What follows belongs to an exercise in optimizing a design on an open flow for small area and a short achievable clock period; a production flow would make more cautious choices. Only simulation tests tie the RTL to the original design; equivalence was not proved. Power is estimated from default activity; no workload was simulated.

## parallel_accumulator
module parallel_accumulator (
    input  logic                   clk,
    input  logic                   rst,
    input  logic [16-1:0][32-1:0] in_values,
    input  logic [16-1:0][4-1:0]    in_ids,
    input  logic                   in_valid,
    input  logic [4-1:0][16-1:0]   in_dst_ids,
    input  logic [4-1:0][16-1:0] in_src_masks,
    input  logic [4-1:0] in_dst_valid,
    output logic [16-1:0][32-1:0] sums,
    output logic [16-1:0][4-1:0]    out_ids,
    output logic [16-1:0]   seg_end,
    output logic                   out_valid,
    output logic [4-1:0][16-1:0]   out_dst_ids,
    output logic [4-1:0][16-1:0] out_src_masks,
    output logic [4-1:0] out_dst_valid
);
Size in the first run: about 7,600 cells after synthesis, about 1,400 I/O pins.
Settings: LEC_CHECK=0, CAP_MARGIN=20, CORE_MARGIN=2, CORE_UTILIZATION=40, CTS_CLUSTER_DIAMETER=80, CTS_CLUSTER_SIZE=26, SETUP_SLACK_MARGIN=2.0, SLEW_MARGIN=20; clock period 4.5 ns.
standard.sh (not shown) runs the stock make flow with config.mk's settings and CLKGATE_MAP_FILE= SYNTH_SCRIPT=/design/flow/synth_recipe.tcl, a recipe that flattens the netlist after the stock synthesis.
==> flow/flow/run.sh <==
#!/bin/bash
# The standard layout (standard.sh), with the port buffers made from the small buf_1 cell
# instead of the cell buffer_ports picks by default. Everything else is the standard flow.
set -euo pipefail
bash standard.sh "BUFFER_PORTS_ARGS=-buffer_cell sky130_fd_sc_hd__buf_1" finish > standard_flow.log 2>&1
The starting point completed with no timing, DRC or antenna violations.
Next try:
==> flow/run.sh (new file) <==
#!/bin/bash
# synth_recipe.tcl (not shown) runs the flow's synth.tcl, then flattens the netlist and writes it again
# the make line also repeats each setting of config.mk as NAME=value (left out here)
make -C /OpenROAD-flow-scripts/flow DESIGN_CONFIG=/design/flow/config.mk WORK_HOME=/design/flow/orfs CLKGATE_MAP_FILE= SYNTH_SCRIPT=/design/flow/synth_recipe.tcl finish
- CTS_CLUSTER_DIAMETER: 80 -> 70
- CTS_CLUSTER_SIZE: 26 -> 22
- SETUP_SLACK_MARGIN: 2.0 -> unset
removed: flow/flow/run.sh
removed: flow/standard.sh
What happened: The changed run ran to the end with no violations. Die area does not change. Final area rises slightly. Count of clock-buffer cells in the layout rises by 49. Synthesized cell count stays the same. Register-to-register slack loses 0.46 ns. Final cell count falls slightly. Setup slack loses 0.46 ns. Flip-flop and latch count does not change. Clock power rises by roughly a tenth. Hold slack gains 0.21 ns. Combinational power rises by a little under a tenth.
Next try:
==> flow/flow/run.sh (new file) <==
#!/bin/bash
# The standard layout (standard.sh), with the port buffers made from the small buf_1 cell
# instead of the cell buffer_ports picks by default. Everything else is the standard flow.
set -euo pipefail
bash standard.sh "BUFFER_PORTS_ARGS=-buffer_cell sky130_fd_sc_hd__buf_1" finish > standard_flow.log 2>&1
==> flow/standard.sh (new file) <==
#!/bin/bash
# synth_recipe.tcl (not shown) runs the flow's synth.tcl, then flattens the netlist and writes it again
# the make line also repeats each setting of config.mk as NAME=value (left out here)
make -C /OpenROAD-flow-scripts/flow DESIGN_CONFIG=/design/flow/config.mk WORK_HOME=/design/flow/orfs CLKGATE_MAP_FILE= SYNTH_SCRIPT=/design/flow/synth_recipe.tcl "${@:-finish}"
removed: flow/run.sh
Result:
- via count came out higher slightly
- non-clock buffer count goes up by 65
- first-iteration DRC count climbs by a few percent
- worst setup slack degrades by 0.063 ns
- total power shrinks slightly
- worst hold slack got worse by 0.20 ns
- final area went down by a few percent
- utilization drops by 2.6 points
- final cell count came out higher slightly
- sequential cell count stays the same
- wire length drops slightly

---

exp/maple:
Another version of the RTL of parallel_accumulator (not shown whole).
For scale: ~6800 cells after synthesis, roughly 3800 flip-flops, roughly 1400 I/O pins, about 110000 sq um of cells after synthesis.
// parallel_accumulator
module parallel_accumulator (
    input  logic                   clk,
    input  logic                   rst,
    input  logic [16-1:0][32-1:0] in_values,
    input  logic [16-1:0][4-1:0]    in_ids,
    input  logic                   in_valid,
    input  logic [4-1:0][16-1:0]   in_dst_ids,
    input  logic [4-1:0][16-1:0] in_src_masks,
    input  logic [4-1:0] in_dst_valid,
    output logic [16-1:0][32-1:0] sums,
    output logic [16-1:0][4-1:0]    out_ids,
    output logic [16-1:0]   seg_end,
    output logic                   out_valid,
    output logic [4-1:0][16-1:0]   out_dst_ids,
    output logic [4-1:0][16-1:0] out_src_masks,
    output logic [4-1:0] out_dst_valid
);
==> flow/config.mk <==
export PLATFORM = sky130hd
export DESIGN_NAME = parallel_accumulator
export DESIGN_NICKNAME = parallel_accumulator
export VERILOG_FILES = /design/flow/design.v
export SDC_FILE = /design/flow/constraint.sdc
export NUM_CORES = 4
export LEC_CHECK = 0
export CAP_MARGIN = 20
export CORE_MARGIN = 2
export CORE_UTILIZATION = 60
export CTS_CLUSTER_DIAMETER = 80
export CTS_CLUSTER_SIZE = 26
export SETUP_SLACK_MARGIN = 0.8
export SLEW_MARGIN = 20
==> flow/constraint.sdc <==
create_clock -name core_clock -period 4.5 [get_ports {clk}]
set_input_delay 0.9000 -clock core_clock [delete_from_list [all_inputs] [get_ports {clk}]]
set_output_delay 0.9000 -clock core_clock [all_outputs]
set_load 0.01 [all_outputs]
==> flow/flow/run.sh <==
#!/bin/bash
# The standard layout (standard.sh), with the port buffers made from the small buf_1 cell
# instead of the cell buffer_ports picks by default. Everything else is the standard flow.
set -euo pipefail
bash standard.sh "BUFFER_PORTS_ARGS=-buffer_cell sky130_fd_sc_hd__buf_1" finish > standard_flow.log 2>&1
exp/maple: done, clean on timing, DRC and antenna
diff inputs: exp/maple => exp/indigo
Settings: changing SETUP_SLACK_MARGIN from 0.8 to 2.0; changing CORE_UTILIZATION from 60 to 40.
Results
From exp/maple to exp/indigo the numbers moved as follows: number of vias after detailed routing shows an increase of about 1.7%, number of non-filler instances in the completed layout grew by 1451, final worst setup slack shows a reduction of 0.10 ns.
Delta (exp/indigo minus exp/maple): power share of the clock group climbed 1.6 points; finished layout cell area went up; die area rose by 49%.
exp/indigo was carried through to the last stage, and its layout satisfied the timing, design-rule and antenna checks.
[inputs] exp/cedar vs exp/indigo
Settings: a change of SETUP_SLACK_MARGIN from 2.0 to 1.0.
Results
- exp/cedar — final critical-path setup slack 0.047 ns higher, exp/indigo as reference
- Taking exp/indigo as the reference point, the final area of exp/cedar falls by about 2.8%.
- Delta (exp/cedar minus exp/indigo): maximum clock insertion buffer count has remained practically unchanged; sum of internal, switching and leakage power has decreased.

---

parallel_accumulator with an RTL version that a note above also has.
For scale: ~7600 cells after synthesis, roughly 1400 I/O pins.
clock: 4.5 ns
lec_check: 0
cap_margin: 20
core_margin: 2
core_utilization: 40
cts_cluster_diameter: 70
cts_cluster_size: 22
setup_slack_margin: 1.0
slew_margin: 20
Scripts as last shown in full above: flow/flow/run.sh
The baseline ran to the end with no violations.
Edit:
==> flow/run.sh (new file) <==
#!/bin/bash
# synth_recipe.tcl (not shown) runs the flow's synth.tcl, then flattens the netlist and writes it again
# the make line also repeats each setting of config.mk as NAME=value (left out here)
make -C /OpenROAD-flow-scripts/flow DESIGN_CONFIG=/design/flow/config.mk WORK_HOME=/design/flow/orfs CLKGATE_MAP_FILE= SYNTH_SCRIPT=/design/flow/synth_recipe.tcl finish
--- a/flow/config.mk
+++ b/flow/config.mk
@@ -9,6 +9,4 @@
 export CORE_MARGIN = 2
-export CORE_UTILIZATION = 40
-export CTS_CLUSTER_DIAMETER = 70
-export CTS_CLUSTER_SIZE = 22
-export SETUP_SLACK_MARGIN = 1.0
+export CORE_UTILIZATION = 55
+export CTS_CLUSTER_SIZE = 28
 export SLEW_MARGIN = 20
removed: flow/flow/run.sh
removed: flow/standard.sh
- The new run finished clean
- setup slack is worse by 0.37 ns
- sequential share of layout area went down by 5.2 points
- global-route usage went up by 7.0 points
- via count went up slightly
- sequential power stays flat
- clock power went up by well over a third
- worst hold slack is better by 0.18 ns
- total power went up by about a fifth
- synthesized cell count is unchanged
- final area went up by a little under a tenth
- non-clock buffer count went down by 124
Edit:
--- a/flow/config.mk
+++ b/flow/config.mk
@@ -9,4 +9,3 @@
 export CORE_MARGIN = 2
-export CORE_UTILIZATION = 55
-export CTS_CLUSTER_SIZE = 28
+export CORE_UTILIZATION = 40
 export SLEW_MARGIN = 20
Outcome:
- setup slack gains 0.020 ns
- wire length came out higher by 1.9%
- total power came out higher by 0.86%
- via count came out higher by 0.43%
- non-clock buffer count came out higher by 14
- combinational power hardly moves
- final cell count came out higher by 9.6%
- sequential cell count does not change
- die area came out higher by 37%

---

parallel_accumulator with an RTL version that a note above also has.
Size in the first run: about 3800 flip-flops, roughly 1400 I/O pins.
// parallel_accumulator
module parallel_accumulator (
    input  logic                   clk,
    input  logic                   rst,
    input  logic [16-1:0][32-1:0] in_values,
    input  logic [16-1:0][4-1:0]    in_ids,
    input  logic                   in_valid,
    input  logic [4-1:0][16-1:0]   in_dst_ids,
    input  logic [4-1:0][16-1:0] in_src_masks,
    input  logic [4-1:0] in_dst_valid,
    output logic [16-1:0][32-1:0] sums,
    output logic [16-1:0][4-1:0]    out_ids,
    output logic [16-1:0]   seg_end,
    output logic                   out_valid,
    output logic [4-1:0][16-1:0]   out_dst_ids,
    output logic [4-1:0][16-1:0] out_src_masks,
    output logic [4-1:0] out_dst_valid
);
clock: 4.5 ns
lec_check: 0
cap_margin: 20
core_margin: 2
core_utilization: 65
cts_cluster_diameter: 80
cts_cluster_size: 26
setup_slack_margin: 1.0
slew_margin: 20
==> flow/flow/run.sh <==
#!/bin/bash
# The standard layout (standard.sh), with the port buffers made from the small buf_1 cell
# instead of the cell buffer_ports picks by default. Everything else is the standard flow.
set -euo pipefail
bash standard.sh "BUFFER_PORTS_ARGS=-buffer_cell sky130_fd_sc_hd__buf_1" finish > standard_flow.log 2>&1
Change:
CORE_UTILIZATION = 60   (was 65)
SETUP_SLACK_MARGIN = 1.3   (was 1.0)
Outcome: Wire length came out lower by about 3%; clock-buffer cell count came out higher by 1; fmax came out higher by about 1%; worst hold slack is about the same; via count came out lower by 0.65%; non-clock buffer count came out higher by 76; register-to-register slack gains 0.03 ns; worst setup slack gains 0.035 ns.
Change:
SETUP_SLACK_MARGIN = 1.0   (was 1.3)
=> Routed wire length is about the same. Final area goes down by a few percent. Final cell count goes down slightly. Combinational power goes down by a little under a tenth. Area after synthesis does not change. Worst setup slack got worse by 0.0073 ns. Maximum frequency stays flat. First-iteration DRC count goes up by a few percent. Synthesized cell count does not change.
Change:
CORE_UTILIZATION = 75   (was 60)
The new run never finished: it broke off in 3_2_place_iop (PPL-0024).
Area after synthesis stays the same.
Synthesized cell count does not change.
Change:
CORE_UTILIZATION = 40   (was 75)
SETUP_SLACK_MARGIN = not set   (was 1.0)
Now the flow completed with no timing, DRC or antenna violations.
Synthesized cell count is unchanged.
Synthesized area is unchanged.

[static timing again, ports no longer ideal]
The results above use ideal ports. As a check the final layouts listed here were re-extracted and re-timed, cells and wires unchanged. Step 1, drivers: a clkbuf_16 drives clk and a buf_2 each remaining input, both assumed. Step 2, shift: input delay + t, output delay - t, t = (earliest + latest rising clock arrival at the registers) / 2. This alone moves slack from input paths to output paths. Three values: ideal ports, drivers, drivers and shift; two values: the first two.
run | shift t [ns] | setup slack, ns | worst setup path after step 2 | clock arrival spread, ns | worst register clock-pin slew, ns
the first run of note 1 | 0.991 | 1.149 / 1.149 / 0.303 | input to register | 0.061 / 0.062 | 0.10 / 0.10
the second run of note 1 | 0.965 | 0.686 / 0.687 / -0.199 | input to register | 0.063 / 0.064 | 0.09 / 0.09
the third run of note 1 | 0.961 | 0.623 / 0.623 / -0.046 | input to register | 0.072 / 0.072 | 0.09 / 0.09
exp/maple | 0.948 | 0.840 / 0.840 / -0.028 | input to register | 0.035 / 0.035 | 0.10 / 0.10
exp/indigo | 0.957 | 0.735 / 0.735 / -0.016 | input to register | 0.075 / 0.075 | 0.11 / 0.11
exp/cedar | 0.969 | 0.782 / 0.782 / -0.022 | input to register | 0.048 / 0.048 | 0.11 / 0.11
the first run of note 3 | 0.972 | 1.034 / 1.034 / 0.166 | input to register | 0.082 / 0.082 | 0.09 / 0.09
the second run of note 3 | 1.058 | 0.667 / 0.667 / -0.275 | input to register | 0.078 / 0.078 | 0.07 / 0.07
the third run of note 3 | 1.020 | 0.688 / 0.603 / -0.236 | input to register | 0.093 / 0.093 | 0.07 / 0.07
the first run of note 4 | 0.941 | 0.828 / 0.828 / -0.043 | input to register | 0.034 / 0.034 | 0.10 / 0.10
the second run of note 4 | 0.944 | 0.863 / 0.863 / -0.006 | input to register | 0.027 / 0.026 | 0.10 / 0.10
the third run of note 4 | 0.938 | 0.856 / 0.856 / 0.044 | input to register | 0.034 / 0.033 | 0.10 / 0.10
the fifth run of note 4 | 0.973 | 0.355 / 0.355 / -0.401 | input to register | 0.062 / 0.062 | 0.10 / 0.10
With both steps, setup timing fails in 10 of these runs, where it was met with ideal ports. For the second run of note 3, which loses most, drivers alone change the setup slack by 0.000 ns; drivers and shift together by -0.942 ns.
